This is an optimization exercise on Yosys and OpenROAD, whose aim is small area, a short achievable clock period and few clock cycles per item, not a production implementation. Where RTL was checked, it was by simulation tests only, not by an equivalence proof against the original. No functional check of the RTL was part of run 2. No activity file was given, so power comes from the tool's default toggle rates.

--- flow/design.v ---
package kal_pkg;
	localparam int KEY_W     = 32;
	localparam int PAYLOAD_W = 32;
	localparam int CAP_W     = 5;
	localparam int POS_W     = 5;
	localparam int FOUND_W   = 4;
	localparam int COUNT_W   = 5;
	localparam logic [4:0] CAP_RESET = 5'd10;
endpackage
module kal_store (
	input  logic              clk,
	input  logic [15:0]       we,
	input  logic [31:0]       wkey,
	input  logic [31:0]       wpay,
	output logic [16*32-1:0]  keys,
	output logic [16*32-1:0]  pays
);
	logic [31:0] mk [0:15];
	logic [31:0] mp [0:15];
	always_ff @(posedge clk) begin
		for (int s = 0; s < 16; s++) begin
			if (we[s]) begin
				mk[s] <= wkey;
				mp[s] <= wpay;
			end
		end
	end
	always_comb begin
		for (int s = 0; s < 16; s++) begin
			keys[s*32 +: 32] = mk[s];
			pays[s*32 +: 32] = mp[s];
		end
	end
endmodule
module keyed_array_list #(
	parameter int MAX_ENTRIES = 16
) (
	input  logic                  clk,
	input  logic                  arst_n,
	input  logic                  cfg_we,
	input  logic [kal_pkg::CAP_W-1:0]      cfg_data,
	input  logic                  in_valid,
	output logic                  in_stall,
	input  logic [1:0]            kind,
	input  logic [kal_pkg::KEY_W-1:0]      key,
	input  logic [kal_pkg::PAYLOAD_W-1:0]  payload,
	input  logic [kal_pkg::POS_W-1:0]      position,
	output logic                  out_valid,
	input  logic                  out_stall,
	output logic [2:0]            status,
	output logic [kal_pkg::FOUND_W-1:0]    found_position,
	output logic [kal_pkg::COUNT_W-1:0]    entry_count_out,
	output logic                  is_empty,
	output logic                  is_full,
	output logic [kal_pkg::PAYLOAD_W-1:0] found_payload
);
	logic [4:0] ecap_q;
	logic [4:0] cfg_ecap;
	always_comb begin
		if (cfg_data == 5'd0) begin
			cfg_ecap = 5'd1;
		end else if (cfg_data > 5'd16) begin
			cfg_ecap = 5'd16;
		end else begin
			cfg_ecap = cfg_data;
		end
	end
	always_ff @(posedge clk or negedge arst_n) begin
		if (!arst_n) begin
			ecap_q <= kal_pkg::CAP_RESET;
		end else if (cfg_we) begin
			ecap_q <= cfg_ecap;
		end
	end
	logic run_q;
	logic in_stall_q;
	assign in_stall = in_stall_q;
	logic [3:0]  ord_q [0:15];
	logic [3:0]  ord [0:15];        
	logic [4:0]  n_q;
	logic [15:0] vmask;             
	logic [3:0]  fs_q;              
	logic [3:0]  fs;
	logic        full_q;            
	logic [15:0] m_up, m_dn, m_new;  
	logic        l_ins, l_rem;      
	logic        l_fsfix;           
	logic [15:0]      mem_we;
	logic [16*32-1:0] keys, pays;
	logic        b_v, c_v;
	logic [1:0]  b_kind;
	logic [31:0] b_key, b_pay;
	logic [4:0]  b_pos;
	logic [15:0] b_pmo;
	logic        b_eq;
	logic        b_bp_m1, b_bp_0, b_bp_p1;
	logic [2:0]  c_st;
	logic [3:0]  c_fpos, c_fslot;
	logic [4:0]  c_cnt;
	logic        c_em, c_fu, c_found;
	kal_store u_store (
		.clk (clk),
		.we  (mem_we),
		.wkey(b_key),
		.wpay(b_pay),
		.keys(keys),
		.pays(pays)
	);
	always_comb begin
		for (int p = 0; p < 15; p++) begin
			ord[p] = ord_q[p];
		end
		ord[15] = l_rem ? c_fslot : ord_q[15];
		fs      = l_fsfix ? c_fslot : fs_q;
	end
	logic [15:0] raw;
	logic [15:0] pmo;
	always_comb begin
		for (int s = 0; s < 16; s++) begin
			raw[s] = (keys[s*32 +: 32] == key);
		end
		for (int p = 0; p < 16; p++) begin
			pmo[p] = raw[ord[p]];
		end
	end
	always_ff @(posedge clk or negedge arst_n) begin
		if (!arst_n) begin
			b_v <= 1'b0;
		end else if (run_q) begin
			b_v <= in_valid;
		end
	end
	always_ff @(posedge clk) begin
		if (run_q) begin
			b_kind  <= kind;
			b_key   <= key;
			b_pay   <= payload;
			b_pos   <= position;
			b_pmo   <= pmo;
			b_eq    <= (key == b_key);
			b_bp_m1 <= ({1'b0, position} > {1'b0, n_q} - 6'd1);
			b_bp_0  <= (position > n_q);
			b_bp_p1 <= ({1'b0, position} > {1'b0, n_q} + 6'd1);
		end
	end
	logic [15:0] pm, lower, ge, first_oh, le_n, qdec, gtq;
	logic        found, is_sr, is_ins, is_rem, badpos, ins_ok, rem_ok, exec;
	logic [4:0]  q;
	logic [3:0]  fpos, fslot;
	logic [2:0]  st;
	logic [4:0]  n_p1, n_m1, n_nx;
	logic        fu_p1, fu_m1, full_nx, em_nx;
	logic [15:0] vmask_nx;
	logic [3:0]  fs_nx;
	logic [3:0]  ord_nx [0:15];
	logic [3:0]  ord_n1;
	always_comb begin
		for (int p = 0; p < 16; p++) begin
			if (m_up[p]) begin
				pm[p] = (p > 0) ? b_pmo[(p > 0) ? p - 1 : 0] : 1'b0;
			end else if (m_dn[p]) begin
				pm[p] = (p < 15) ? b_pmo[(p < 15) ? p + 1 : 15] : 1'b0;
			end else if (m_new[p]) begin
				pm[p] = b_eq;
			end else begin
				pm[p] = b_pmo[p];
			end
			pm[p] = pm[p] & vmask[p];
		end
		lower[0] = 1'b0;
		for (int p = 1; p < 16; p++) begin
			lower[p] = lower[p-1] | pm[p-1];
		end
		ge       = lower | pm;
		first_oh = pm & ~lower;
		found    = |pm;
		fpos  = '0;
		fslot = '0;
		for (int p = 0; p < 16; p++) begin
			fpos  = fpos  | ({4{first_oh[p]}} & 4'(p));
			fslot = fslot | ({4{first_oh[p]}} & ord[p]);
		end
		exec   = run_q & b_v;
		is_sr  = b_kind[0] ^ b_kind[1];
		is_ins = !is_sr;
		is_rem = (b_kind == 2'd2);
		q      = b_kind[0] ? b_pos : n_q;
		badpos = b_kind[0] & (l_ins ? b_bp_p1 : l_rem ? b_bp_m1 : b_bp_0);
		ins_ok = exec & is_ins & !full_q & !badpos;
		rem_ok = exec & is_rem & found;
		if (is_ins) begin
			st = full_q ? 3'd1 : badpos ? 3'd2 : 3'd0;
		end else begin
			st = found ? 3'd0 : (n_q == 5'd0) ? 3'd4 : 3'd3;
		end
		for (int p = 0; p < 16; p++) begin
			qdec[p] = (q == 5'(p));
			gtq[p]  = (5'(p) > q);
			le_n[p] = (p == 0) ? 1'b1 : vmask[(p > 0) ? p - 1 : 0];
		end
		n_p1   = n_q + 5'd1;
		n_m1   = n_q - 5'd1;
		fu_p1  = (n_p1 >= ecap_q);
		fu_m1  = (n_m1 >= ecap_q) && (n_q != 5'd0);
		ord_n1 = ord[n_p1[3:0]];
		if (ins_ok) begin
			n_nx     = n_p1;
			full_nx  = fu_p1;
			em_nx    = 1'b0;
			vmask_nx = le_n;
			fs_nx    = ord_n1;
		end else if (rem_ok) begin
			n_nx     = n_m1;
			full_nx  = fu_m1;
			em_nx    = (n_q == 5'd1);
			vmask_nx = {1'b0, vmask[15:1]};
			fs_nx    = fs;
		end else begin
			n_nx     = n_q;
			full_nx  = full_q;
			em_nx    = (n_q == 5'd0);
			vmask_nx = vmask;
			fs_nx    = fs;
		end
		for (int p = 0; p < 16; p++) begin
			if (ins_ok && qdec[p]) begin
				ord_nx[p] = fs;
			end else if (ins_ok && gtq[p] && le_n[p]) begin
				ord_nx[p] = ord[(p > 0) ? p - 1 : 0];
			end else if (exec && is_rem && ge[p] && p < 15) begin
				ord_nx[p] = ord[(p < 15) ? p + 1 : 15];
			end else begin
				ord_nx[p] = ord[p];
			end
		end
		for (int s = 0; s < 16; s++) begin
			mem_we[s] = ins_ok & (fs == 4'(s));
		end
	end
	always_ff @(posedge clk or negedge arst_n) begin
		if (!arst_n) begin
			n_q   <= '0;
			vmask <= '0;
			fs_q  <= '0;
			full_q <= 1'b0;
			l_ins  <= 1'b0;
			l_rem  <= 1'b0;
			l_fsfix <= 1'b0;
			for (int p = 0; p < 16; p++) begin
				ord_q[p] <= 4'(p);
			end
		end else begin
			if (cfg_we) begin
				full_q <= (n_q >= cfg_ecap);
			end else if (run_q) begin
				full_q <= full_nx;
			end
			if (run_q) begin
				n_q     <= n_nx;
				vmask   <= vmask_nx;
				fs_q    <= fs_nx;
				l_ins   <= ins_ok;
				l_rem   <= rem_ok;
				l_fsfix <= rem_ok & n_q[4];
				for (int p = 0; p < 16; p++) begin
					ord_q[p] <= ord_nx[p];
				end
			end
		end
	end
	always_ff @(posedge clk) begin
		if (run_q) begin
			m_up   <= ins_ok ? (gtq & le_n) : '0;
			m_dn   <= rem_ok ? ge : '0;
			m_new  <= ins_ok ? qdec : '0;
		end
	end
	always_ff @(posedge clk or negedge arst_n) begin
		if (!arst_n) begin
			c_v <= 1'b0;
		end else if (run_q) begin
			c_v <= b_v;
		end
	end
	always_ff @(posedge clk) begin
		if (run_q) begin
			c_st    <= st;
			c_fpos  <= (is_sr & found) ? fpos : 4'd0;
			c_fslot <= fslot;
			c_found <= is_sr & found;
			c_cnt   <= n_nx;
			c_em    <= em_nx;
			c_fu    <= full_nx;
		end
	end
	logic [31:0] pay_d;
	logic [45:0] res_d;
	logic        produce, o_v, o2_v, take;
	logic [45:0] o_q, o2_q;
	always_comb begin
		pay_d = '0;
		for (int s = 0; s < 16; s++) begin
			pay_d = pay_d | ({32{c_found && c_fslot == 4'(s)}} & pays[s*32 +: 32]);
		end
		res_d   = {c_st, c_fpos, c_cnt, c_em, c_fu, pay_d};
		produce = run_q & c_v;
		take    = o_v & !out_stall;
	end
	logic o_v_nx, o2_v_nx;
	always_comb begin
		if (!o_v || take) begin
			o_v_nx  = o2_v | produce;
			o2_v_nx = o2_v & produce;
		end else begin
			o_v_nx  = 1'b1;
			o2_v_nx = o2_v | produce;
		end
	end
	always_ff @(posedge clk or negedge arst_n) begin
		if (!arst_n) begin
			o_v        <= 1'b0;
			o2_v       <= 1'b0;
			run_q      <= 1'b1;
			in_stall_q <= 1'b0;
		end else begin
			o_v        <= o_v_nx;
			o2_v       <= o2_v_nx;
			run_q      <= !(o_v_nx & o2_v_nx);
			in_stall_q <= o_v_nx & o2_v_nx;
		end
	end
	always_ff @(posedge clk) begin
		if (!o_v || take) begin
			o_q <= o2_v ? o2_q : res_d;
		end
		if (produce && (o2_v || (o_v && !take))) begin
			o2_q <= res_d;
		end
	end
	assign out_valid       = o_v;
	assign status          = o_q[45:43];
	assign found_position  = o_q[42:39];
	assign entry_count_out = o_q[38:34];
	assign is_empty        = o_q[33];
	assign is_full         = o_q[32];
	assign found_payload   = o_q[31:0];
endmodule
--- flow/run.sh ---
#!/bin/bash
# synth_recipe.tcl (not shown) runs the flow's synth.tcl, then flattens the netlist and writes it again
# the make line also repeats each setting of config.mk as NAME=value (left out here)
make -C /OpenROAD-flow-scripts/flow DESIGN_CONFIG=/design/flow/config.mk WORK_HOME=/design/flow/orfs CLKGATE_MAP_FILE= SYNTH_SCRIPT=/design/flow/synth_recipe.tcl finish
--- flow/config.mk ---
export PLATFORM = sky130hd
export DESIGN_NAME = keyed_array_list
export DESIGN_NICKNAME = keyed_array_list
export VERILOG_FILES = /design/flow/design.v
export SDC_FILE = /design/flow/constraint.sdc
export NUM_CORES = 4
export LEC_CHECK = 0
export ABC_CLOCK_PERIOD_IN_PS = 2800
export CAP_MARGIN = 20
export CORE_MARGIN = 6
export CORE_UTILIZATION = 40
export PLACE_DENSITY = 0.6
export SETUP_SLACK_MARGIN = 3.2
export SLEW_MARGIN = 20
--- flow/constraint.sdc ---
create_clock -name core_clock -period 6.0 [get_ports {clk}]
set_input_delay 1.2000 -clock core_clock [delete_from_list [all_inputs] [get_ports {clk}]]
set_output_delay 1.2000 -clock core_clock [all_outputs]
set_load 0.01 [all_outputs]
==> impl_metrics.json, run 1 <==
{
  "place_inst": 5780,
  "yosysTopAreaCell": "edfxtp_1",
  "drt_wl_total_mm": 193,
  "gr-total-overflow": 0,
  "drive_gt1_share_pct": 27.6,
  "grt_pass1_vias": 36300,
  "cts_buffers": 149,
  "fin_skew_ns": 0.0358,
  "final_nets": 4400,
  "crit_buf_inv": 1,
  "grt_max_degree": 76,
  "die_w_um": 395,
  "async_reset_ff_share_pct": 7.55,
  "core_area_um2": 146000,
  "syn-instance-count": 3784,
  "required_ns": 6.66,
  "fp.dieH_um": 395,
  "grt_first_pass_wirelength_mm": 270,
  "cts.path.max_buffers": 3,
  "leakage_nw": 25.2,
  "max_freq_mhz": 310,
  "cts.sinks": 1378,
  "maxSlewHeadroom_pct": 40.6,
  "power_density_nw_per_um2": 407,
  "die_area_um2": 156000,
  "clk_pin_slew_ns": 0.06,
  "gp_congestion": 0.878,
  "grt_busiest_layer": "met2",
  "fin_crit_sh_pct": 53.7,
  "status": "complete, no violations",
  "hp-class": "register to register",
  "path_max_fanout": 5,
  "ys_types": 84,
  "finalSetupViolations": 0,
  "worst_slack_ns": 2.78,
  "critPathKind": "register to register",
  "io_buffers": 128,
  "grt_use_total_pct": 23.7,
  "period_needed_ns": 3.22,
  "ys_seq_elements": 1378,
  "fin_util_pct": 50.8,
  "vias_per_cell": 5.95,
  "hold_buffers": 0,
  "rsz0062_at_grt": "yes",
  "syn_area_um2": 58700,
  "cp_slowest_stage_delay_ns": 0.64,
  "area_growth_pct": 26.1,
  "netlist.area_leader.share_pct": 65.1,
  "vias": 37600,
  "yosysWarnings": 7,
  "synth_edf_count": 1274,
  "start_util_pct": 40.3,
  "drc": 0,
  "worst_pin_slew_ns": 0.890,
  "pin_count": 129,
  "std_cell_rows": 140,
  "wl_per_cell_um": 30.5,
  "multiInputGateArea_um2": 19300,
  "dp_hpwl_mm": 111,
  "worstPathArrival_ns": 3.88,
  "synth_area_per_cell_um2": 15.5,
  "worstSetupEndpointType": "register",
  "maxSlewViolCount": 0,
  "seq_area_frac_synth_pct": 69.6,
  "place_ws_ns": 0.634,
  "cts-htree-levels": 4,
  "stdcell_count": 6320,
  "vdd_drop_max_uv": 235,
  "regArea_um2": 40900,
  "grt_util_met1_pct": 33.1,
  "clk_latency_ns": 0.79,
  "crit_family": "simple AND/OR/NAND/NOR gates",
  "antenna_found_initial": 3,
  "ctsRootBufferMaster": "clkbuf_16",
  "critPathSlowestCell": "or4b_4",
  "synth_nets": 3901,
  "fillers": 11900,
  "finalHoldViolations": 0,
  "setup-tns-final_ns": 0,
  "grt_use_met2_pct": 37.5,
  "crit_chain": "nor2b_1 -> a211oi_1 -> o41ai_2 -> or4b_4 -> buf_4 -> or3_4 -> nor2_4 -> o21a_4 -> mux2_4",
  "start_kind": "register",
  "met3_usage_pct": 5.13,
  "maxCapViolations": 0,
  "ys.flop_type": "edfxtp_1",
  "drt_iter0_markers": 4016,
  "drt_pass1_iterations": 6,
  "ant_nets": 0,
  "cts_tree": "built",
  "synthTopCellsByArea": "edfxtp_1 65%, xnor2_1 5.9%, dfrtp_1 2.9%"
}
[cell usage in the layout, fill, tap and decap left out, types with 23 or more instances in the layout]
master           count
edfxtp_1          1274
xor2_1             158
dfstp_2             34
buf_6               86
nor2b_1             26
a221oi_1           139
ha_1                33
nor2_1              71
nand4_1            139
nor4_2              34
nor2_4              41
xnor2_2             55
clkinv_1            35
mux2i_1             92
buf_4              265
a21oi_1             67
dfrtp_1             65
a22o_1             133
o21ai_0             72
mux4_2              60
clkbuf_1            33
inv_1               53
clkdlybuf4s50_1     47
nand3_1             35
mux2_2              71
o21ai_1             32
a22oi_1             23
dlygate4sd2_1       43
clkbuf_16          160
nand2_1            135
buf_12              73
xnor2_1            322
[flip-flops by register name (all words and copies together), names as in the netlist, 5 cells and up]
name	flops
o2_q	46
m_new	16
u_store.mk	512
o_q	46
b_key	32
b_pmo	16
u_store.mp	512
ecap_q	5
c_cnt	5
n_q	5
b_pos	5
m_dn	16
vmask	16
b_pay	32
ord_q	64
m_up	16
[cells by family after synthesis]
logic type               count (synthesis)  synth area share, %
flip-flops                            1378                 69.6
multiplexers                           253                 5.79
AO/OA/AOI/OAI                          599                 7.70
XOR/XNOR                               556                 8.29
adder cells (fa/ha/maj)                 36                0.767
other                                    1              0.00638
AND/OR/NAND/NOR                        676                 5.92
buffers and inverters                  285                 1.90
[through the flow]
step | power (mW) | area, um2 | hold WS [ns]
floorplan | 16.6 | 59000 | 0.422
global placement | 19.4 | 63300 | 0.430
detailed placement | 19.4 | 63300 | 0.432
CTS | 29.4 | 72200 | 0.445
global route | 31.1 | 74100 | 0.456
finish | 30.1 | 74100 | 0.448
[metal layers]
layer | up-vias | wire length, um
met2 | 1960 | 90300
li1 | 15800 | -
met3 | 367 | 17100
met5 | - | 27
met4 | 4 | 6580
met1 | 19500 | 78800
[repair_timing]
action | 4_1_cts | 5_1_grt
gates resized for setup | 711 | 242
setup buffers | 169 | 75
pin swaps | 116 | 92
endpoints found under the setup margin | 1304 | 1150
cloned | 16 | 9
hold endpoints to repair | 0 | 0
[area by class of cell]
cell class	instances	area share, %
antenna	1	0.00338
clock buffer	191	5.41
clock inverter	79	1.10
inverter	59	0.311
multi-input combinational	2124	26.1
sequential	1378	55.2
tap	1917	3.24
timing repair buffer	571	8.62
[cells in the mapped netlist, types with 67 or more instances]
cell type  instances
edfxtp_1        1274
xnor2_1          394
clkbuf_1         166
xor2_1           162
nand2_1          158
a221oi_1         141
nand4_1          139
a22o_1           133
nor2_1           132
o21ai_0          108
mux2i_1           99
mux2_2            89
a21oi_1           75
dfrtp_1           69
nor4_1            67
[path summary, 6_finish.rpt]
check                              startpoint                       end  slack (ns)  depth (start not counted)
hold reg to reg            c_cnt[3]$_DFFE_PP_        o2_q[37]$_DFFE_PP_        0.45                          0
setup reg to reg           b_pmo[3]$_DFFE_PP_  ord_q[10][2]$_DFFE_PN0P_        2.78                          9
setup / recovery           b_pmo[3]$_DFFE_PP_  ord_q[10][2]$_DFFE_PN0P_        2.78                          9
max in group asynchronous              arst_n   ord_q[6][0]$_DFFE_PN0P_        4.24                          2
hold / removal             c_cnt[3]$_DFFE_PP_        o2_q[37]$_DFFE_PP_        0.45                          0
min in group asynchronous              arst_n      vmask[2]$_DFFE_PN0P_        0.54                          1
[power breakdown]
group	total (mW)	internal, mW	switching (mW)	leakage [nW]
registers	13.7	12.3	1.38	13.1
clock network	9.17	5.33	3.83	2.34
logic	7.28	3.00	4.28	9.81
total	30.1	20.6	9.50	25.2
Testbench counts, summed over its fixed seeds: cycles 2,584, items 2,560.
==> run 2: changes to the inputs <==
--- a/flow/design.v
+++ b/flow/design.v
@@ -34,2 +34,28 @@
 endmodule
+module kal_prefix (
+	input  logic [15:0] x,
+	output logic [15:0] any,
+	output logic [15:0] two
+);
+	logic [15:0] a [0:4];
+	logic [15:0] t [0:4];
+	always_comb begin
+		a[0] = x;
+		t[0] = '0;
+		for (int l = 0; l < 4; l++) begin
+			for (int p = 0; p < 16; p++) begin
+				if (((p >> l) & 1) == 1) begin
+					a[l+1][p] = a[l][p] | a[l][((p >> l) << l) - 1];
+					t[l+1][p] = t[l][p] | t[l][((p >> l) << l) - 1] |
+						(a[l][p] & a[l][((p >> l) << l) - 1]);
+				end else begin
+					a[l+1][p] = a[l][p];
+					t[l+1][p] = t[l][p];
+				end
+			end
+		end
+		any = a[4];
+		two = t[4];
+	end
+endmodule
 module keyed_array_list #(
@@ -87,9 +113,12 @@
 	logic        l_fsfix;           
+	logic [3:0]  w_slot;            
 	logic [15:0]      mem_we;
 	logic [16*32-1:0] keys, pays;
-	logic        b_v, c_v;
-	logic [1:0]  b_kind;
-	logic [31:0] b_key, b_pay;
-	logic [4:0]  b_pos;
-	logic [15:0] b_pmo;
+	logic        a_v, b_v, c_v;
+	logic [1:0]  a_kind, b_kind;
+	logic [31:0] a_key, a_pay, b_key, b_pay;
+	logic [4:0]  a_pos, b_pos;
+	logic [15:0] a_raw;
+	logic        a_eq1, a_eq2;
+	logic [15:0] b_g, b_g2;
 	logic        b_eq;
@@ -116,3 +145,2 @@
 	logic [15:0] raw;
-	logic [15:0] pmo;
 	always_comb begin
@@ -121,6 +149,37 @@
 		end
+	end
+	always_ff @(posedge clk or negedge arst_n) begin
+		if (!arst_n) begin
+			a_v <= 1'b0;
+		end else if (run_q) begin
+			a_v <= in_valid;
+		end
+	end
+	always_ff @(posedge clk) begin
+		if (run_q) begin
+			a_kind <= kind;
+			a_key  <= key;
+			a_pay  <= payload;
+			a_pos  <= position;
+			a_raw  <= raw;
+			a_eq1  <= (key == a_key);
+			a_eq2  <= (key == b_key);
+		end
+	end
+	logic [15:0] rawx;
+	logic [15:0] pmo;
+	logic [15:0] g, g2;
+	always_comb begin
+		for (int s = 0; s < 16; s++) begin
+			rawx[s] = (l_ins && w_slot == 4'(s)) ? a_eq2 : a_raw[s];
+		end
 		for (int p = 0; p < 16; p++) begin
-			pmo[p] = raw[ord[p]];
+			pmo[p] = rawx[ord[p]] & vmask[p];
 		end
 	end
+	kal_prefix u_prefix (
+		.x  (pmo),
+		.any(g),
+		.two(g2)
+	);
 	always_ff @(posedge clk or negedge arst_n) begin
@@ -129,3 +188,3 @@
 		end else if (run_q) begin
-			b_v <= in_valid;
+			b_v <= a_v;
 		end
@@ -134,14 +193,15 @@
 		if (run_q) begin
-			b_kind  <= kind;
-			b_key   <= key;
-			b_pay   <= payload;
-			b_pos   <= position;
-			b_pmo   <= pmo;
-			b_eq    <= (key == b_key);
-			b_bp_m1 <= ({1'b0, position} > {1'b0, n_q} - 6'd1);
-			b_bp_0  <= (position > n_q);
-			b_bp_p1 <= ({1'b0, position} > {1'b0, n_q} + 6'd1);
+			b_kind  <= a_kind;
+			b_key   <= a_key;
+			b_pay   <= a_pay;
+			b_pos   <= a_pos;
+			b_g     <= g;
+			b_g2    <= g2;
+			b_eq    <= a_eq1;
+			b_bp_m1 <= ({1'b0, a_pos} > {1'b0, n_q} - 6'd1);
+			b_bp_0  <= (a_pos > n_q);
+			b_bp_p1 <= ({1'b0, a_pos} > {1'b0, n_q} + 6'd1);
 		end
 	end
-	logic [15:0] pm, lower, ge, first_oh, le_n, qdec, gtq;
+	logic [15:0] lower, ge, first_oh, le_n, qdec, gtq;
 	logic        found, is_sr, is_ins, is_rem, badpos, ins_ok, rem_ok, exec;
@@ -158,20 +218,13 @@
 		for (int p = 0; p < 16; p++) begin
-			if (m_up[p]) begin
-				pm[p] = (p > 0) ? b_pmo[(p > 0) ? p - 1 : 0] : 1'b0;
+			if (m_up[p] || m_new[p]) begin
+				ge[p] = ((p > 0) ? b_g[(p > 0) ? p - 1 : 0] : 1'b0) | b_eq;
 			end else if (m_dn[p]) begin
-				pm[p] = (p < 15) ? b_pmo[(p < 15) ? p + 1 : 15] : 1'b0;
-			end else if (m_new[p]) begin
-				pm[p] = b_eq;
+				ge[p] = b_eq ? b_g2[(p < 15) ? p + 1 : 15] : b_g[(p < 15) ? p + 1 : 15];
 			end else begin
-				pm[p] = b_pmo[p];
+				ge[p] = b_g[p];
 			end
-			pm[p] = pm[p] & vmask[p];
-		end
-		lower[0] = 1'b0;
-		for (int p = 1; p < 16; p++) begin
-			lower[p] = lower[p-1] | pm[p-1];
 		end
-		ge       = lower | pm;
-		first_oh = pm & ~lower;
-		found    = |pm;
+		lower    = {ge[14:0], 1'b0};
+		first_oh = ge & ~lower;
+		found    = ge[15];
 		fpos  = '0;
@@ -272,5 +325,6 @@
 		if (run_q) begin
-			m_up   <= ins_ok ? (gtq & le_n) : '0;
+			m_up   <= ins_ok ? gtq : '0;
 			m_dn   <= rem_ok ? ge : '0;
 			m_new  <= ins_ok ? qdec : '0;
+			w_slot <= fs;
 		end
--- a/flow/config.mk
+++ b/flow/config.mk
@@ -7,3 +7,3 @@
 export LEC_CHECK = 0
-export ABC_CLOCK_PERIOD_IN_PS = 2800
+export ABC_CLOCK_PERIOD_IN_PS = 2600
 export CAP_MARGIN = 20
@@ -12,3 +12,3 @@
 export PLACE_DENSITY = 0.6
-export SETUP_SLACK_MARGIN = 3.2
+export SETUP_SLACK_MARGIN = 3.4
 export SLEW_MARGIN = 20
==> run 2 against run 1 <==
Effect of this change:
- worst setup slack worse by 0.34 ns
- clock power up 3.5%
- the layout now fails its checks (max-capacitance violations, max-slew violations)
- critical path depth up 1
- sequential power up about 20%
- critical path type unchanged
- die area up 9.2%
==> impl_metrics.json, run 2 <==
{
  "status": "complete, but fails checks",
  "so_faults": "max-capacitance violations, max-slew violations",
  "antenna_found_initial": 7,
  "power_density_nw_per_um2": 478,
  "stdcell_count": 7458,
  "worstPathArrival_ns": 4.09,
  "grt_pass1_vias": 43500,
  "dp_hpwl_mm": 129,
  "final_nets": 5371,
  "max_freq_mhz": 281,
  "ant_nets": 0,
  "area_growth_pct": 33.0,
  "yosysWarnings": 10,
  "final_cell_mix": "1382 x edfxtp_1, 576 x xor2_1, 268 x buf_4",
  "worstSetupEndpointType": "register",
  "leakage_nw": 30.3,
  "r2r_start": "l_ins$_DFFE_PN0P_",
  "rsz0062_at_grt": "yes",
  "yosysMostFrequentCell": "edfxtp_1",
  "maxSlewHeadroom_pct": -11.6,
  "ctsRootBufferMaster": "clkbuf_16",
  "maxCapViolations": 1,
  "drt_wl_total_mm": 251,
  "drt_pass1_iterations": 9,
  "clk_pin_slew_ns": 0.06,
  "hold_path_startpoint": "a_pay[22]$_DFFE_PP_",
  "vias": 46500,
  "layout_commonest_cell": "edfxtp_1",
  "critPathKind": "register to register",
  "largest_registers": "u_store.mk (512), u_store.mp (512), ord_q (64)",
  "fp.dieH_um": 413,
  "hp-class": "register to register",
  "pin_count": 129,
  "die_w_um": 413,
  "start_util_pct": 40.5,
  "synth_nets": 4608,
  "cts.sinks": 1487,
  "finalHoldViolations": 0,
  "grt_first_pass_wirelength_mm": 335,
  "gp_congestion": 0.943,
  "synthTopCellsByCount": "1382 x edfxtp_1, 578 x xor2_1, 277 x nand2_1, 216 x clkbuf_1, 213 x nor2_1",
  "synth_edf_count": 1382,
  "ys_seq_elements": 1487,
  "finalPower_mw": 40.9,
  "period_needed_ns": 3.56,
  "netlist.area_leader.share_pct": 64.5,
  "drc": 0,
  "grt_use_total_pct": 27.5,
  "drive_gt1_share_pct": 30.1,
  "start_kind": "register",
  "async_reset_ff_share_pct": 7.06,
  "seq_area_frac_synth_pct": 68.7,
  "place_inst": 6591,
  "yosysTopAreaCell": "edfxtp_1",
  "grt_max_degree": 134,
  "regArea_um2": 44200,
  "syn_area_um2": 64300,
  "wl_per_cell_um": 33.7,
  "setup-tns-final_ns": 0,
  "fin_crit_sh_pct": 59.4,
  "ys.flop_type": "edfxtp_1",
  "core_area_um2": 159000,
  "finalSetupViolations": 0,
  "fillers": 12400,
  "path_max_fanout": 5,
  "cts.path.max_buffers": 3,
  "vias_per_cell": 6.23,
  "hold_slack_ns": 0.419,
  "std_cell_rows": 146,
  "synthTopCellsByArea": "edfxtp_1 65%, xor2_1 7.9%, dfrtp_1 2.7%",
  "vdd_drop_max_uv": 310,
  "multiInputGateArea_um2": 21900,
  "cts-htree-levels": 4,
  "required_ns": 6.52,
  "ys_types": 104,
  "die_area_um2": 171000,
  "critPathLaunch": "l_ins$_DFFE_PN0P_",
  "io_buffers": 128,
  "fin_skew_ns": 0.0566,
  "syn-instance-count": 4492,
  "synth_area_per_cell_um2": 14.3,
  "drt_iter0_markers": 6773,
  "cts_tree": "built",
  "maxSlewViolCount": 6,
  "gr-total-overflow": 0,
  "cts_buffers": 156,
  "worst_pin_slew_ns": 1.67,
  "clk_latency_ns": 0.81
}
run 2: metal layers:
layer / wire length, um / vias to the layer above / part of all wire, % / global-route usage, %
met1: 95500 / 23600 / 38 / 37.0
met5: 13 / - / 0.0052 / 0
li1: - / 19000 / - / -
met2: 116000 / 3217 / 46 / 43.9
met4: 13000 / 2 / 5.2 / 10.6
met3: 26700 / 703 / 11 / 5.86
run 2: per-stage QoR:
step / worst slack [ns] / instance area (um2) / util (%)
after CTS: 2.48 / 81900 / 51.5
after global placement: 1.29 / 68800 / 43.3
after global routing: 2.37 / 85500 / 53.8
after floorplan: 1.49 / 64500 / -
after detailed placement: 1.19 / 68800 / 43.3
final: 2.44 / 85500 / 53.8
run 2: worst max-delay path, cell delays in order, from the launching register on:
cell and delay (ns):
dfrtp_4 0.45, buf_8 0.15, or3b_4 0.46, o21a_4 0.27, or4_1 0.46, a311o_1 0.40, and4_4 0.18, nor3_4 0.23
a21boi_2 0.32, o21a_1 0.28, nand3_1 0.10
run 2: where the power goes:
part | internal [mW] | total, mW | switching [mW]
clock network | 5.24 | 9.49 | 4.25
logic | 5.83 | 14.9 | 9.09
registers | 14.3 | 16.4 | 2.12
total | 25.4 | 40.9 | 15.5
run 2: final cells by class:
cell class	count	area share, %
multi-input cells	2678	25.6
diodes	3	0.00878
clock inverters	84	0.944
flip-flops and latches	1487	51.7
inverters	74	0.394
well taps	2072	3.03
clock buffers	202	4.89
repair buffers	858	13.5
run 2: final timing paths:
check                                  endpoint  slack (ns)  cells after the start
min reg2reg                 b_pay[22]$_DFFE_PP_        0.42                      0
max in group asynchronous     l_rem$_DFFE_PN0P_        4.38                      2
min                         b_pay[22]$_DFFE_PP_        0.42                      0
max                          b_g2[13]$_DFFE_PP_        2.44                     10
max reg2reg                  b_g2[13]$_DFFE_PP_        2.44                     10
min in group asynchronous  vmask[1]$_DFFE_PN0P_        0.49                      1
run 2: what timing repair did:
| action | 4_1_cts | 5_1_grt |
|---|---|---|
| hold buffers | 0 | 0 |
| setup endpoints to repair | 1496 | 1235 |
| buffers inserted | 314 | 129 |
| gates cloned | 96 | 39 |
| pin swaps | 134 | 163 |
| gates resized for setup | 974 | 421 |
run 2: kinds of logic after synthesis:
kind of cell / after synthesis / synth area share (%)
other cells: 1 / 0.00583
flops: 1487 / 68.7
simple gates: 1080 / 8.69
mux: 159 / 2.69
buf+inv: 334 / 2.01
compound gates: 798 / 9.08
xor+xnor: 592 / 8.06
fa+ha+maj: 41 / 0.778
==> run 3: changes to the inputs <==
--- a/flow/design.v
+++ b/flow/design.v
@@ -110,6 +110,5 @@
 	logic        full_q;            
-	logic [15:0] m_up, m_dn, m_new;  
+	logic [15:0] m_sh;              
 	logic        l_ins, l_rem;      
 	logic        l_fsfix;           
-	logic [3:0]  w_slot;            
 	logic [15:0]      mem_we;
@@ -124,3 +123,3 @@
 	logic        b_eq;
-	logic        b_bp_m1, b_bp_0, b_bp_p1;
+	logic        b_ok_m1, b_ok_0, b_ok_p1;
 	logic [2:0]  c_st;
@@ -168,3 +167,3 @@
 	end
-	logic [15:0] rawx;
+	logic [15:0] newp;
 	logic [15:0] pmo;
@@ -172,7 +171,5 @@
 	always_comb begin
-		for (int s = 0; s < 16; s++) begin
-			rawx[s] = (l_ins && w_slot == 4'(s)) ? a_eq2 : a_raw[s];
-		end
 		for (int p = 0; p < 16; p++) begin
-			pmo[p] = rawx[ord[p]] & vmask[p];
+			newp[p] = l_ins & m_sh[p] & ((p == 0) ? 1'b1 : !m_sh[(p > 0) ? p - 1 : 0]);
+			pmo[p]  = newp[p] ? a_eq2 : (a_raw[ord[p]] & vmask[p]);
 		end
@@ -200,5 +197,5 @@
 			b_eq    <= a_eq1;
-			b_bp_m1 <= ({1'b0, a_pos} > {1'b0, n_q} - 6'd1);
-			b_bp_0  <= (a_pos > n_q);
-			b_bp_p1 <= ({1'b0, a_pos} > {1'b0, n_q} + 6'd1);
+			b_ok_m1 <= !a_kind[0] || !({1'b0, a_pos} > {1'b0, n_q} - 6'd1);
+			b_ok_0  <= !a_kind[0] || !(a_pos > n_q);
+			b_ok_p1 <= !a_kind[0] || !({1'b0, a_pos} > {1'b0, n_q} + 6'd1);
 		end
@@ -218,8 +215,8 @@
 		for (int p = 0; p < 16; p++) begin
-			if (m_up[p] || m_new[p]) begin
+			if (!m_sh[p]) begin
+				ge[p] = b_g[p];
+			end else if (l_ins) begin
 				ge[p] = ((p > 0) ? b_g[(p > 0) ? p - 1 : 0] : 1'b0) | b_eq;
-			end else if (m_dn[p]) begin
-				ge[p] = b_eq ? b_g2[(p < 15) ? p + 1 : 15] : b_g[(p < 15) ? p + 1 : 15];
 			end else begin
-				ge[p] = b_g[p];
+				ge[p] = b_eq ? b_g2[(p < 15) ? p + 1 : 15] : b_g[(p < 15) ? p + 1 : 15];
 			end
@@ -240,3 +237,3 @@
 		q      = b_kind[0] ? b_pos : n_q;
-		badpos = b_kind[0] & (l_ins ? b_bp_p1 : l_rem ? b_bp_m1 : b_bp_0);
+		badpos = !((l_ins & b_ok_p1) | (l_rem & b_ok_m1) | (!l_ins & !l_rem & b_ok_0));
 		ins_ok = exec & is_ins & !full_q & !badpos;
@@ -325,6 +322,3 @@
 		if (run_q) begin
-			m_up   <= ins_ok ? gtq : '0;
-			m_dn   <= rem_ok ? ge : '0;
-			m_new  <= ins_ok ? qdec : '0;
-			w_slot <= fs;
+			m_sh   <= ins_ok ? (gtq | qdec) : rem_ok ? ge : '0;
 		end
--- a/flow/config.mk
+++ b/flow/config.mk
@@ -7,8 +7,10 @@
 export LEC_CHECK = 0
-export ABC_CLOCK_PERIOD_IN_PS = 2600
+export ABC_CLOCK_PERIOD_IN_PS = 2800
 export CAP_MARGIN = 20
 export CORE_MARGIN = 6
-export CORE_UTILIZATION = 40
-export PLACE_DENSITY = 0.6
-export SETUP_SLACK_MARGIN = 3.4
+export CORE_UTILIZATION = 50
+export CTS_CLUSTER_SIZE = 20
+export PLACE_DENSITY = 0.65
+export SETUP_SLACK_MARGIN = 3.0
 export SLEW_MARGIN = 20
+export TNS_END_PERCENT = 20
==> run 3 against run 2 <==
Effect of this change:
- critical endpoint is now b_g2[10]$_DFFE_PP_
- critical path depth unchanged
- fmax up 10%
- area after synthesis down 3.7%
- the run now finishes clean
==> impl_metrics.json, run 3 <==
{
  "status": "complete, no violations",
  "internal-power_mw": 22.6,
  "ys_seq_elements": 1451,
  "synthTopCellsByCount": "1346 x edfxtp_1, 578 x xor2_1, 203 x clkbuf_1, 179 x nand2_1, 160 x nor2_1",
  "cts-htree-levels": 4,
  "dp_hpwl_mm": 113,
  "vias": 38600,
  "period_needed_ns": 3.24,
  "clkPwrFrac_pct": 26.1,
  "worstPathArrival_ns": 3.76,
  "ys.flop_type": "edfxtp_1",
  "drt_pass1_iterations": 6,
  "start_kind": "register",
  "start_util_pct": 50.6,
  "antenna_found_initial": 6,
  "holdPathStages": 0,
  "finalSetupViolations": 0,
  "worst_slack_ns": 2.76,
  "cts_buffers": 152,
  "finalHoldViolations": 0,
  "netlist.area_leader.share_pct": 65.3,
  "yosysTopAreaCell": "edfxtp_1",
  "drive_gt1_share_pct": 16.7,
  "pin_count": 129,
  "std_cell_rows": 128,
  "critPathSlowestCell": "mux4_2",
  "die_w_um": 364,
  "critPathKind": "register to register",
  "largest_registers": "u_store.mk (512), u_store.mp (512), ord_q (64)",
  "hp-class": "register to register",
  "vias_per_cell": 6.40,
  "clk_pin_slew_ns": 0.06,
  "pwr-share-comb_pct": 28.6,
  "die_area_um2": 132000,
  "required_ns": 6.52,
  "power.share.switching_pct": 34.7,
  "grt_first_pass_wirelength_mm": 270,
  "final_nets": 4401,
  "ys_types": 76,
  "hold_buffers": 0,
  "place_ws_ns": 2.01,
  "drt_iter0_markers": 4342,
  "synth_nets": 4140,
  "maxSlewHeadroom_pct": 24.9,
  "fin_skew_ns": 0.0509,
  "worstSetupEndpointType": "register",
  "grt_max_degree": 77,
  "cts.sinks": 1451,
  "yosysWarnings": 10,
  "reg2regPathDepth": 10,
  "drc": 0,
  "path_depth": 10,
  "core_area_um2": 122000,
  "clk_latency_ns": 0.79,
  "max_freq_mhz": 309,
  "path_max_fanout": 8,
  "fin_crit_sh_pct": 54.0,
  "ctsRootBufferMaster": "clkbuf_16",
  "ant_nets": 0,
  "maxCapViolations": 0,
  "io_buffers": 128,
  "rsz0062_at_grt": "yes",
  "syn_area_um2": 61900,
  "leakage_nw": 24.6,
  "p_switching_mw": 12.0,
  "yosysMostFrequentCell": "edfxtp_1",
  "grt_pass1_vias": 37700,
  "maxSlewViolCount": 0,
  "final_cell_mix": "1346 x edfxtp_1, 578 x xor2_1, 182 x buf_4",
  "wl_per_cell_um": 31.4,
  "p_seq_share_pct": 45.3,
  "cp_slowest_stage_delay_ns": 0.56,
  "crit_buf_inv": 2,
  "area_growth_pct": 15.3,
  "grt_use_total_pct": 27.9,
  "worst_pin_slew_ns": 1.12,
  "vdd_drop_max_uv": 441,
  "cts_tree": "built",
  "synth_area_per_cell_um2": 15.4,
  "crit_family": "multiplexers",
  "gr-total-overflow": 0,
  "crit_chain": "buf_12 -> mux4_2 -> mux4_2 -> a31o_4 -> nor3_4 -> nand3_4 -> nor2_4 -> buf_12 -> a22o_1 -> nand2_1",
  "layout_commonest_cell": "edfxtp_1",
  "seq_area_frac_synth_pct": 69.6,
  "drt_wl_total_mm": 189,
  "gp_congestion": 0.975,
  "synth_edf_count": 1346,
  "synthTopCellsByArea": "edfxtp_1 65%, xor2_1 8.2%, dfrtp_1 2.8%",
  "cts.path.max_buffers": 3,
  "power_density_nw_per_um2": 484,
  "syn-instance-count": 4023,
  "async_reset_ff_share_pct": 7.24,
  "fp.dieH_um": 364,
  "setup-tns-final_ns": 0
}
-- run 3: power by group through the flow --
| stage | clock network [mW] | logic (mW) | registers, mW |
|---|---|---|---|
| floorplan | 0 | 5.42 | 15.2 |
| global placement | 0 | 8.80 | 15.9 |
| detailed placement | 0 | 8.86 | 16.0 |
| CTS | 9.12 | 9.34 | 15.6 |
| global route | 9.57 | 10.4 | 15.8 |
| finish | 9.02 | 9.90 | 15.7 |
-- run 3: worst paths after layout --
check,start,endpoint,slack [ns]
max,a_raw[9]$_DFFE_PP_,b_g2[10]$_DFFE_PP_,2.76
min,a_pay[7]$_DFFE_PP_,b_pay[7]$_DFFE_PP_,0.42
max reg2reg,a_raw[9]$_DFFE_PP_,b_g2[10]$_DFFE_PP_,2.76
min reg2reg,a_pay[7]$_DFFE_PP_,b_pay[7]$_DFFE_PP_,0.42
max in group asynchronous,arst_n,ord_q[10][0]$_DFFE_PN0P_,4.09
min in group asynchronous,arst_n,vmask[0]$_DFFE_PN0P_,0.48
-- run 3: worst reg2reg max path, cell delays in order (launching register included) --
cell and delay, ns:
edfxtp_1 0.48, buf_12 0.19, mux4_2 0.45, mux4_2 0.56, a31o_4 0.30, nor3_4 0.23
nand3_4 0.18, nor2_4 0.26, buf_12 0.15, a22o_1 0.11, nand2_1 0.05
-- run 3: final cells by class --
type                            instances  area [um2]
Tap cell                             1625        2030
Clock inverter                         70         586
Sequential cell                      1451       43100
Inverter                               51         191
Clock buffer                          203        4160
Antenna cell                            4        10.0
Timing Repair Buffer                  337        2990
Multi-Input combinational cell       2291       18300
Fill cell                            9378       51000
-- run 3: repair_timing --
action | 4_1_cts | 5_1_grt
gates resized for setup | 30 | 43
setup endpoints to repair | 1162 | 567
setup buffers | 43 | 42
gates cloned | 3 | 4
pin swaps | 8 | 20
-- run 3: metrics by stage --
| step | instance area, um2 | util [%] | total power, mW | instances | hold WS [ns] |
|---|---|---|---|---|---|
| 2_1_floorplan | 62100 | - | 20.6 | 4023 | 0.400 |
| 3_3_place_gp | 65600 | 53.6 | 24.7 | 5662 | 0.401 |
| 3_5_place_dp | 65600 | 53.6 | 24.8 | 5663 | 0.405 |
| 4_1_cts | 70800 | 57.9 | 34.1 | 5982 | 0.419 |
| 5_1_grt | 71400 | 58.3 | 35.8 | 6028 | 0.426 |
| 6_report | 71400 | 58.3 | 34.6 | 6032 | 0.418 |
-- run 3: cell families (layout without fill, tap and decap cells) --
kind of cell | count (synthesis) | in the layout | synth area share (%)
other | 0 | 4 | 0
muxes | 260 | 260 | 5.46
xor gates and xnor gates | 588 | 588 | 8.32
AOI/OAI and AO/OA | 659 | 659 | 7.98
DFF | 1451 | 1451 | 69.6
adders and majority gates | 41 | 41 | 0.808
buffers and inverters | 286 | 661 | 1.76
and+or+nand+nor | 738 | 743 | 6.07
-- run 3: layer usage --
| metal | part of all wire (%) | routed length, um | vias up | track usage, % |
|---|---|---|---|---|
| met5 | 0 | 0 | - | 0 |
| met4 | 3.7 | 6950 | 0 | 9.01 |
| met3 | 9.3 | 17600 | 383 | 5.16 |
| met2 | 46 | 87600 | 2128 | 43.8 |
| met1 | 41 | 77000 | 19900 | 39.9 |
| li1 | - | - | 16200 | - |
Testbench counts of run 3, summed over its fixed seeds: cycles 2,592, items 2,560.
==> run 4: changes to the inputs <==
--- a/flow/config.mk
+++ b/flow/config.mk
@@ -11,3 +11,4 @@
 export CORE_UTILIZATION = 50
-export CTS_CLUSTER_SIZE = 20
+export CTS_CLUSTER_DIAMETER = 45
+export CTS_CLUSTER_SIZE = 26
 export PLACE_DENSITY = 0.65
==> run 4 against run 3 <==
Effect of this change:
- utilization up 0.66 points
- clock skew down 0.014 ns
- highest routed layer unchanged
- critical path depth down 1
- still clean
- clock power up about 10%
- register-to-register slack worse by 0.03 ns
- non-clock buffer count up 15
- global-route usage up 0.16 points
- total power up 3.1%
- final cell count up 0.53%
- first-iteration DRC count up 6.9%
- die area unchanged
- wire length up 0.49%
==> impl_metrics.json, run 4 <==
{
  "status": "complete, no violations",
  "cts.sinks": 1451,
  "gr-total-overflow": 0,
  "cts-htree-levels": 4,
  "async_reset_ff_share_pct": 7.24,
  "drive_gt1_share_pct": 18.8,
  "fp.dieH_um": 364,
  "fin_skew_ns": 0.0365,
  "synthTopCellsByCount": "1346 x edfxtp_1, 578 x xor2_1, 203 x clkbuf_1, 179 x nand2_1, 160 x nor2_1",
  "period_needed_ns": 3.27,
  "std_cell_rows": 128,
  "multiInputGateArea_um2": 18300,
  "io_buffers": 128,
  "yosysWarnings": 10,
  "ys.flop_type": "edfxtp_1",
  "drc": 0,
  "fin_crit_sh_pct": 54.5,
  "maxSlewViolCount": 0,
  "layout_commonest_cell": "edfxtp_1",
  "die_w_um": 364,
  "design_area_um2": 72200,
  "worst_pin_slew_ns": 1.12,
  "synth_edf_count": 1346,
  "cts.path.max_buffers": 3,
  "leakage_nw": 25.0,
  "synth_area_per_cell_um2": 15.4,
  "ant_nets": 0,
  "synth_nets": 4140,
  "vias_per_cell": 6.37,
  "clk_pin_slew_ns": 0.07,
  "yosysTopAreaCell": "edfxtp_1",
  "finalSetupViolations": 0,
  "dp_hpwl_mm": 113,
  "critPathLaunch": "a_raw[10]$_DFFE_PP_",
  "place_ws_ns": 2.01,
  "worstPathArrival_ns": 3.79,
  "syn-instance-count": 4023,
  "grt_pass1_vias": 37900,
  "vias": 38600,
  "power_density_nw_per_um2": 494,
  "final_nets": 4421,
  "setup-tns-final_ns": 0,
  "grt_use_total_pct": 28.0,
  "largest_registers": "u_store.mk (512), u_store.mp (512), ord_q (64)",
  "drt_iter0_markers": 4642,
  "drt_wl_total_mm": 190,
  "critPathKind": "register to register",
  "worst_slack_ns": 2.73,
  "antenna_found_initial": 4,
  "drt_pass1_iterations": 6,
  "regArea_um2": 43100,
  "finalHoldViolations": 0,
  "fillers": 9286,
  "ctsRootBufferMaster": "clkbuf_16",
  "path_max_fanout": 6,
  "rsz0062_at_grt": "yes",
  "vdd_drop_max_uv": 432,
  "ys_types": 76,
  "start_util_pct": 50.6,
  "wl_per_cell_um": 31.4,
  "seq_area_frac_synth_pct": 69.6,
  "start_kind": "register",
  "cts_buffers": 156,
  "synthTopCellsByArea": "edfxtp_1 65%, xor2_1 8.2%, dfrtp_1 2.8%",
  "final_cell_mix": "1346 x edfxtp_1, 578 x xor2_1, 197 x buf_4",
  "area_growth_pct": 16.6,
  "grt_max_degree": 77,
  "cts_tree": "built",
  "max_freq_mhz": 306,
  "maxSlewHeadroom_pct": 25.0,
  "hp-class": "register to register",
  "core_area_um2": 122000,
  "maxCapViolations": 0,
  "yosysMostFrequentCell": "edfxtp_1",
  "worstSetupEndpointType": "register",
  "required_ns": 6.53,
  "ys_seq_elements": 1451,
  "r2r_start": "a_raw[10]$_DFFE_PP_",
  "hold_buffers": 0,
  "finalPower_mw": 35.6,
  "grt_first_pass_wirelength_mm": 272,
  "pin_count": 129,
  "die_area_um2": 132000,
  "place_area_um2": 65600,
  "gp_congestion": 0.975,
  "hold_path_startpoint": "a_pay[22]$_DFFE_PP_",
  "netlist.area_leader.share_pct": 65.3,
  "clk_latency_ns": 0.80,
  "syn_area_um2": 61900
}
-- run 4: cell types whose count changed in the layout (fill, tap and decap cells not counted), moves of 10 or more --
cell	change
buf_4	+15
clkbuf_1	-34
clkinv_1	-24
inv_8	+14
clkinvlp_4	+10
clkinv_4	+10
inv_6	+38
-- run 4: metal layers --
metal  wire [um]  track usage [%]
met1       76600             40.0
met2       88400             44.2
met4        6850             9.10
met3       18300             5.07
met5           0                0
-- run 4: cell families after synthesis --
| logic type | Yosys count | share of synthesized area, % |
|---|---|---|
| xor gates and xnor gates | 588 | 8.32 |
| DFF | 1451 | 69.6 |
| and+or+nand+nor | 738 | 6.07 |
| buffers and inverters | 286 | 1.76 |
| muxes | 260 | 5.46 |
| AOI/OAI and AO/OA | 659 | 7.98 |
| adders and majority gates | 41 | 0.808 |
-- run 4: per-stage QoR --
| step | hold slack, ns | cells | utilization, % |
|---|---|---|---|
| finish | 0.415 | 6064 | 59.0 |
| global route | 0.428 | 6062 | 59.0 |
| CTS | 0.416 | 6000 | 58.4 |
| detailed placement | 0.405 | 5663 | 53.6 |
| global placement | 0.401 | 5662 | 53.6 |
| floorplan | 0.400 | 4023 | - |
-- run 4: layout make-up --
| class | instances | area share [%] |
|---|---|---|
| clock inverters | 127 | 1.92 |
| clock buffers | 164 | 5.51 |
| multi-input cells | 2292 | 25.4 |
| diodes | 2 | 0.00693 |
| repair buffers | 352 | 4.36 |
| well taps | 1625 | 2.82 |
| inverters | 51 | 0.265 |
| flip-flops and latches | 1451 | 59.7 |
-- run 4: critical path, cell delays in order, from the launching register on --
cell      delay, ns
edfxtp_1       0.57
buf_4          0.22
mux4_2         0.45
o22ai_1        0.25
a311oi_1       0.15
a211oi_4       0.44
nand2_1        0.19
o21ai_2        0.36
o21a_2         0.27
nand3_1        0.08
-- run 4: report_power, final --
group,internal [mW],switching [mW],total (mW)
clock,5.48,4.47,9.96
sequential,13.8,1.83,15.7
combinational,3.72,6.32,10.0
total,23.0,12.6,35.6
-- run 4: worst paths after layout --
kind                                                  to  slack (ns)  cells past startpoint
worst max-delay path                  b_g2[13]$_DFFE_PP_        2.73                      9
worst min-delay path                 b_pay[22]$_DFFE_PP_        0.41                      0
worst max register to register        b_g2[13]$_DFFE_PP_        2.73                      9
worst min register to register       b_pay[22]$_DFFE_PP_        0.41                      0
max in group asynchronous       ord_q[10][0]$_DFFE_PN0P_        4.12                      2
min in group asynchronous           vmask[6]$_DFFE_PN0P_        0.45                      1
-- run 4: timing repair --
| item | CTS | global route |
|---|---|---|
| pin swaps | 7 | 18 |
| cloned | 4 | 3 |
| gates resized for setup | 29 | 59 |
| endpoints found under the setup margin | 1163 | 666 |
| buffers inserted | 42 | 59 |
==> run 5: changes to the inputs <==
--- a/flow/config.mk
+++ b/flow/config.mk
@@ -7,3 +7,3 @@
 export LEC_CHECK = 0
-export ABC_CLOCK_PERIOD_IN_PS = 2800
+export ABC_CLOCK_PERIOD_IN_PS = 2000
 export CAP_MARGIN = 20
@@ -11,4 +11,3 @@
 export CORE_UTILIZATION = 50
-export CTS_CLUSTER_DIAMETER = 45
-export CTS_CLUSTER_SIZE = 26
+export CTS_CLUSTER_SIZE = 20
 export PLACE_DENSITY = 0.65
==> run 5 against run 4 <==
Effect of this change:
- combinational power is essentially flat
- largest cell class unchanged
- via count shrank 0.16%
- fmax grew 0.97%
- sequential power is essentially flat
- die area is the same
- critical endpoint is now b_g2[10]$_DFFE_PP_
- still clean on timing, DRC and antenna
==> impl_metrics.json, run 5 <==
{
  "yosysWarnings": 10,
  "fin_skew_ns": 0.0509,
  "required_ns": 6.52,
  "start_util_pct": 50.6,
  "syn-instance-count": 4023,
  "yosysMostFrequentCell": "edfxtp_1",
  "die_w_um": 364,
  "worstSetupEndpointType": "register",
  "ctsRootBufferMaster": "clkbuf_16",
  "place_inst": 5663,
  "hp-class": "register to register",
  "gr-total-overflow": 0,
  "maxCapViolations": 0,
  "cts_tree": "built",
  "setup-tns-final_ns": 0,
  "yosysTopAreaCell": "edfxtp_1",
  "synth_area_per_cell_um2": 15.4,
  "drt_wl_total_mm": 189,
  "core_area_um2": 122000,
  "finalHoldViolations": 0,
  "grt_use_total_pct": 27.9,
  "pin_count": 129,
  "seq_area_frac_synth_pct": 69.6,
  "cp_slowest_stage_delay_ns": 0.56,
  "netlist.area_leader.share_pct": 65.3,
  "worstPathArrival_ns": 3.76,
  "maxSlewViolCount": 0,
  "drc": 0,
  "vdd_drop_max_uv": 441,
  "ys_seq_elements": 1451,
  "cts_buffers": 152,
  "clk_pin_slew_ns": 0.06,
  "fp.dieH_um": 364,
  "dp_hpwl_mm": 113,
  "syn_area_um2": 61900,
  "start_kind": "register",
  "worstHoldEndpoint": "b_pay[7]$_DFFE_PP_",
  "layout_commonest_cell": "edfxtp_1",
  "drt_pass1_iterations": 6,
  "stdcell_count": 6032,
  "async_reset_ff_share_pct": 7.24,
  "vias_per_cell": 6.40,
  "crit_buf_inv": 2,
  "rsz0062_at_grt": "yes",
  "reg2regPathDepth": 10,
  "max_freq_mhz": 309,
  "period_needed_ns": 3.24,
  "final_nets": 4401,
  "largest_registers": "u_store.mk (512), u_store.mp (512), ord_q (64)",
  "leakage_nw": 24.6,
  "hold_buffers": 0,
  "ys.flop_type": "edfxtp_1",
  "vias": 38600,
  "maxSlewHeadroom_pct": 24.9,
  "fin_crit_sh_pct": 54.0,
  "drt_iter0_markers": 4342,
  "critPathSlowestCell": "mux4_2",
  "hold_path_startpoint": "a_pay[7]$_DFFE_PP_",
  "grt_max_degree": 77,
  "std_cell_rows": 128,
  "area_growth_pct": 15.3,
  "cts.path.max_buffers": 3,
  "io_buffers": 128,
  "gp_congestion": 0.975,
  "synthTopCellsByArea": "edfxtp_1 65%, xor2_1 8.2%, dfrtp_1 2.8%",
  "crit_family": "multiplexers",
  "hold_slack_ns": 0.418,
  "antenna_found_initial": 6,
  "clk_latency_ns": 0.79,
  "path_max_fanout": 8,
  "r2r_setup_slack_ns": 2.76,
  "drive_gt1_share_pct": 16.7,
  "grt_pass1_vias": 37700,
  "r2r_start": "a_raw[9]$_DFFE_PP_",
  "power_density_nw_per_um2": 484,
  "synth_edf_count": 1346,
  "worst_pin_slew_ns": 1.12,
  "ant_nets": 0,
  "wl_per_cell_um": 31.4,
  "synthTopCellsByCount": "1346 x edfxtp_1, 578 x xor2_1, 203 x clkbuf_1, 179 x nand2_1, 160 x nor2_1",
  "final_cell_mix": "1346 x edfxtp_1, 578 x xor2_1, 182 x buf_4",
  "crit_chain": "buf_12 -> mux4_2 -> mux4_2 -> a31o_4 -> nor3_4 -> nand3_4 -> nor2_4 -> buf_12 -> a22o_1 -> nand2_1",
  "cts.sinks": 1451,
  "synth_nets": 4140,
  "finalPower_mw": 34.6,
  "die_area_um2": 132000,
  "holdPathStages": 0,
  "cts-htree-levels": 4,
  "ys_types": 76,
  "finalSetupViolations": 0,
  "fillers": 9378,
  "grt_first_pass_wirelength_mm": 270,
  "timing.rr.end": "b_g2[10]$_DFFE_PP_",
  "critPathKind": "register to register",
  "status": "complete, no violations"
}
## run 5: cell counts after synthesis
Identical to the previous run, type by type.
## run 5: power breakdown
group / switching (mW) / internal (mW)
clock network: 3.92 / 5.10
registers: 1.82 / 13.8
logic: 6.27 / 3.64
total: 12.0 / 22.6
## run 5: worst max path at each step
stage,from,end,depth (start not counted)
after global placement,key[5],a_raw[9]$_DFFE_PP_,6
after floorplan,run_q$_DFF_PN1_,u_store.mk[12][0]$_DFFE_PP_,6
after detailed placement,b_kind[0]$_DFFE_PP_,ord_q[10][3]$_DFFE_PN1P_,11
final,a_raw[9]$_DFFE_PP_,b_g2[10]$_DFFE_PP_,10
after global routing,a_raw[9]$_DFFE_PP_,b_g2[14]$_DFFE_PP_,9
after CTS,ord_q[2][0]$_DFFE_PN0P_,b_g2[14]$_DFFE_PP_,8
## run 5: per-layer routing
metal	vias to the layer above	track usage [%]	wire (um)	part of all wire, %
met5	-	0	0	0
met4	0	9.01	6950	3.7
met3	383	5.16	17600	9.3
met2	2128	43.8	87600	46
met1	19900	39.9	77000	41
li1	16200	-	-	-
## run 5: timing repair
action,4_1_cts,5_1_grt
gates resized for setup,30,43
endpoints found under the hold margin,0,0
pin swaps,8,20
setup buffers,43,42
endpoints found under the setup margin,1162,567
gates cloned,3,4
## run 5: worst reg2reg max path: cells and delay by family (launching register included)
| family | cells | cell delay, ns |
|---|---|---|
| AO/OA/AOI/OAI | 2 | 0.41 |
| buffers and inverters | 2 | 0.34 |
| flip-flops | 1 | 0.48 |
| multiplexers | 2 | 1.01 |
| AND/OR/NAND/NOR | 4 | 0.72 |
## run 5: logic make-up after synthesis
group | Yosys count | share of synthesized area [%]
AO/OA/AOI/OAI | 659 | 7.98
XOR/XNOR | 588 | 8.32
AND/OR/NAND/NOR | 738 | 6.07
adder cells (fa/ha/maj) | 41 | 0.808
flip-flops | 1451 | 69.6
multiplexers | 260 | 5.46
buffers and inverters | 286 | 1.76
## run 5: through the flow
| stage | area [um2] | setup slack (ns) | utilization, % |
|---|---|---|---|
| after floorplan | 62100 | 1.61 | - |
| after global placement | 65600 | 2.02 | 53.6 |
| after detailed placement | 65600 | 2.01 | 53.6 |
| after CTS | 70800 | 2.77 | 57.9 |
| after global routing | 71400 | 2.65 | 58.3 |
| final | 71400 | 2.76 | 58.3 |
## run 5: area by class of cell
type	instances	area, um2	area share (%)
tap	1625	2030	2.85
antenna	4	10.0	0.0140
inverter	51	191	0.268
clock buffer	203	4160	5.82
clock inverter	70	586	0.820
multi-input combinational	2291	18300	25.6
timing repair buffer	337	2990	4.19
sequential	1451	43100	60.4
==> run 6: changes to the inputs <==
==> flow/flow/run.sh (new file) <==
#!/bin/bash
# Own layout flow: the standard flow (standard.sh, unchanged synthesis and
# steps) with two placement/CTS choices the flow settings cannot make:
#  - port buffers are plain buf_2 cells (resizable later) instead of the
#    delay cells buffer_ports picks by default;
#  - clock tree sinks are clustered without dummy loads.
# Each tool's output is in the ORFS logs under orfs/logs; the make run's own
# output goes to flow_make.log here.
set -uo pipefail
export BUFFER_PORTS_ARGS="-buffer_cell sky130_fd_sc_hd__buf_2"
export CTS_ARGS="-sink_clustering_enable -repair_clock_nets -sink_clustering_size 24 -sink_clustering_max_diameter 80 -dont_use_dummy_load"
bash standard.sh > flow_make.log 2>&1
rc=$?
# keep a copy of every ORFS step log beside the make log
mkdir -p logs_orfs
cp -r orfs/logs/*/keyed_array_list/base/. logs_orfs/ 2>/dev/null || true
exit $rc
==> flow/standard.sh (new file) <==
#!/bin/bash
# synth_recipe.tcl (not shown) runs the flow's synth.tcl, then flattens the netlist and writes it again
# the make line also repeats each setting of config.mk as NAME=value (left out here)
make -C /OpenROAD-flow-scripts/flow DESIGN_CONFIG=/design/flow/config.mk WORK_HOME=/design/flow/orfs CLKGATE_MAP_FILE= SYNTH_SCRIPT=/design/flow/synth_recipe.tcl "${@:-finish}"
--- a/flow/config.mk
+++ b/flow/config.mk
@@ -7,3 +7,3 @@
 export LEC_CHECK = 0
-export ABC_CLOCK_PERIOD_IN_PS = 2000
+export ABC_CLOCK_PERIOD_IN_PS = 2800
 export CAP_MARGIN = 20
removed: flow/run.sh
==> run 6 against run 5 <==
Effect of this change:
- first-iteration DRC count rose by 7.8%
- critical path type unchanged
- hold slack got worse by 0.0085 ns
- clock skew rose by 0.045 ns
- critical endpoint is now b_g2[11]$_DFFE_PP_
==> impl_metrics.json, run 6 <==
{
  "cts_tree": "built",
  "dp_hpwl_mm": 107,
  "maxSlewViolCount": 0,
  "synth_edf_count": 1346,
  "io_buffers": 128,
  "cts_buffers": 77,
  "power_density_nw_per_um2": 455,
  "grt_first_pass_wirelength_mm": 260,
  "maxCapViolations": 0,
  "gp_congestion": 0.976,
  "synth_nets": 4140,
  "fin_skew_ns": 0.0961,
  "synthTopCellsByCount": "1346 x edfxtp_1, 578 x xor2_1, 203 x clkbuf_1, 179 x nand2_1, 160 x nor2_1",
  "leakage_nw": 23.2,
  "design_area_um2": 68000,
  "status": "complete, no violations",
  "antenna_found_initial": 9,
  "netlist.area_leader.share_pct": 65.3,
  "fin_crit_sh_pct": 53.2,
  "worstPathArrival_ns": 3.52,
  "drt_wl_total_mm": 185,
  "power.share.switching_pct": 36.4,
  "finalHoldViolations": 0,
  "layout_commonest_cell": "edfxtp_1",
  "vias": 37500,
  "final_cell_mix": "1346 x edfxtp_1, 577 x xor2_1, 178 x buf_4",
  "maxSlewHeadroom_pct": 17.2,
  "finalSetupViolations": 0,
  "grt_max_degree": 141,
  "hold_buffers": 0,
  "ys.flop_type": "edfxtp_1",
  "die_w_um": 364,
  "hp-class": "register to register",
  "setup-tns-final_ns": 0,
  "yosysTopAreaCell": "edfxtp_1",
  "die_area_um2": 132000,
  "worstSetupEndpointType": "register",
  "area_growth_pct": 9.78,
  "period_needed_ns": 3.19,
  "largest_registers": "u_store.mk (512), u_store.mp (512), ord_q (64)",
  "p_switching_mw": 11.2,
  "drc": 0,
  "start_util_pct": 50.6,
  "ys_types": 76,
  "critPathKind": "register to register",
  "cts-htree-levels": 3,
  "vdd_drop_max_uv": 342,
  "crit_family": "multiplexers",
  "start_kind": "register",
  "vias_per_cell": 6.43,
  "drt_iter0_markers": 4681,
  "pwr-share-comb_pct": 31.9,
  "drive_gt1_share_pct": 17.2,
  "crit_top_cell": "mux4_2",
  "place_inst": 5638,
  "yosysMostFrequentCell": "edfxtp_1",
  "synth_area_per_cell_um2": 15.4,
  "seq_area_frac_synth_pct": 69.6,
  "hold_slack_ns": 0.409,
  "synthTopCellsByArea": "edfxtp_1 65%, xor2_1 8.2%, dfrtp_1 2.8%",
  "core_area_um2": 122000,
  "std_cell_rows": 128,
  "wl_per_cell_um": 31.7,
  "fp.dieH_um": 364,
  "required_ns": 6.33,
  "async_reset_ff_share_pct": 7.24,
  "crit_buf_inv": 0,
  "clk_pin_slew_ns": 0.10,
  "final_nets": 4318,
  "max_freq_mhz": 313,
  "yosysWarnings": 10,
  "worst_pin_slew_ns": 1.23,
  "internal-power_mw": 19.7,
  "syn_area_um2": 61900,
  "place_area_um2": 64800,
  "cts.path.max_buffers": 3,
  "cp_slowest_stage_delay_ns": 0.56,
  "rsz0062_at_grt": "yes",
  "clk_latency_ns": 0.69,
  "grt_use_total_pct": 26.8,
  "r2r_setup_slack_ns": 2.81,
  "crit_chain": "mux4_2 -> mux4_2 -> a31o_4 -> nor3_4 -> nand3_4 -> and3b_2 -> o21a_4 -> o211ai_1",
  "path_max_fanout": 8,
  "critPathSlowestCell": "edfxtp_1",
  "ctsRootBufferMaster": "clkbuf_16",
  "stdcell_count": 5826,
  "clkPwrFrac_pct": 17.2,
  "ys_seq_elements": 1451,
  "gr-total-overflow": 0,
  "p_seq_share_pct": 50.9,
  "ant_nets": 0,
  "pin_count": 129,
  "drt_pass1_iterations": 6,
  "syn-instance-count": 4023,
  "grt_pass1_vias": 35900,
  "cts.sinks": 1451
}
## run 6: cell counts after synthesis
No cell type changed its count.
## run 6: through the flow
| step | utilization, % | setup slack [ns] | power [mW] |
|---|---|---|---|
| floorplan | - | 1.61 | 20.6 |
| detailed placement | 53.0 | 1.91 | 24.7 |
| CTS | 54.8 | 2.54 | 30.0 |
| finish | 55.5 | 2.81 | 30.9 |
| global placement | 53.0 | 2.00 | 24.6 |
| global route | 55.5 | 2.75 | 32.0 |
## run 6: logic make-up (layout without fill, tap and decap cells)
group                    count (synthesis)  in the layout  synth area share, %
adder cells (fa/ha/maj)                 41             41                0.808
XOR/XNOR                               588            588                 8.32
buffers and inverters                  286            451                 1.76
multiplexers                           260            260                 5.46
other                                    0              2                    0
AND/OR/NAND/NOR                        738            748                 6.07
AO/OA/AOI/OAI                          659            660                 7.98
flip-flops                            1451           1451                 69.6
## run 6: worst paths after layout
check,startpoint,to,depth (start not counted)
min in group asynchronous,arst_n,ord_q[10][2]$_DFFE_PN0P_,1
worst max register to register,a_raw[1]$_DFFE_PP_,b_g2[11]$_DFFE_PP_,8
worst min register to register,a_pay[27]$_DFFE_PP_,b_pay[27]$_DFFE_PP_,0
max in group asynchronous,arst_n,ord_q[4][0]$_DFFE_PN0P_,2
worst max-delay path,a_raw[1]$_DFFE_PP_,b_g2[11]$_DFFE_PP_,8
worst min-delay path,a_pay[27]$_DFFE_PP_,b_pay[27]$_DFFE_PP_,0
## run 6: per-layer routing
layer | track usage (%) | up-vias | routed length, um
met1 | 38.0 | 19200 | 74500
met4 | 9.93 | 2 | 8250
li1 | - | 15900 | -
met5 | 0 | - | 13
met3 | 3.76 | 408 | 15700
met2 | 42.7 | 1966 | 86000
## run 6: final cells by class
class                   instances  area [um2]
multi-input cells            2297       18400
well taps                    1625        2030
inverters                      51         198
repair buffers                323        2300
fillers                      9667       54400
diodes                          2        5.00
clock buffers                  77        1930
flip-flops and latches       1451       43100
## run 6: repair_timing
| item | CTS | global route |
|---|---|---|
| setup buffers | 25 | 73 |
| endpoints found under the hold margin | 0 | 0 |
| setup endpoints to repair | 1157 | 468 |
| cloned | 6 | 5 |
| pin swaps | 7 | 24 |
| resized for setup | 15 | 68 |
## run 6: power groups by stage
stage	Clock [mW]	Sequential, mW	Combinational, mW
2_1_floorplan	0	15.2	5.42
3_3_place_gp	0	16.1	8.50
3_5_place_dp	0	16.1	8.57
4_1_cts	5.40	15.8	8.84
5_1_grt	5.73	15.9	10.4
6_report	5.31	15.7	9.85

==> separate check: timing with driven ports <==
The flow's constraints put no driver on any port. The routed layouts listed below were extracted and timed again, unchanged, in two steps.
Step 1: set_driving_cell puts a clkbuf_16 on clk and a buf_2 on each other input, an assumption about the parent block.
Step 2 also shifts input and output timing later by t, the mid clock arrival at the registers, as if the neighbouring blocks saw the same clock.
Three values: ideal, step 1, step 2; two values: the first two.
run	shift t [ns]	setup slack, ns	pins driven straight from the clock port
run 1	0.853	2.777 / 2.777 / 2.089	1
run 2	0.871	2.438 / 2.438 / 2.438	1
run 3	0.843	2.762 / 2.760 / 1.917	1
run 4	0.861	2.731 / 2.731 / 2.221	1
run 5	0.843	2.762 / 2.760 / 1.917	1
run 6	0.726	2.806 / 2.806 / 2.359	1
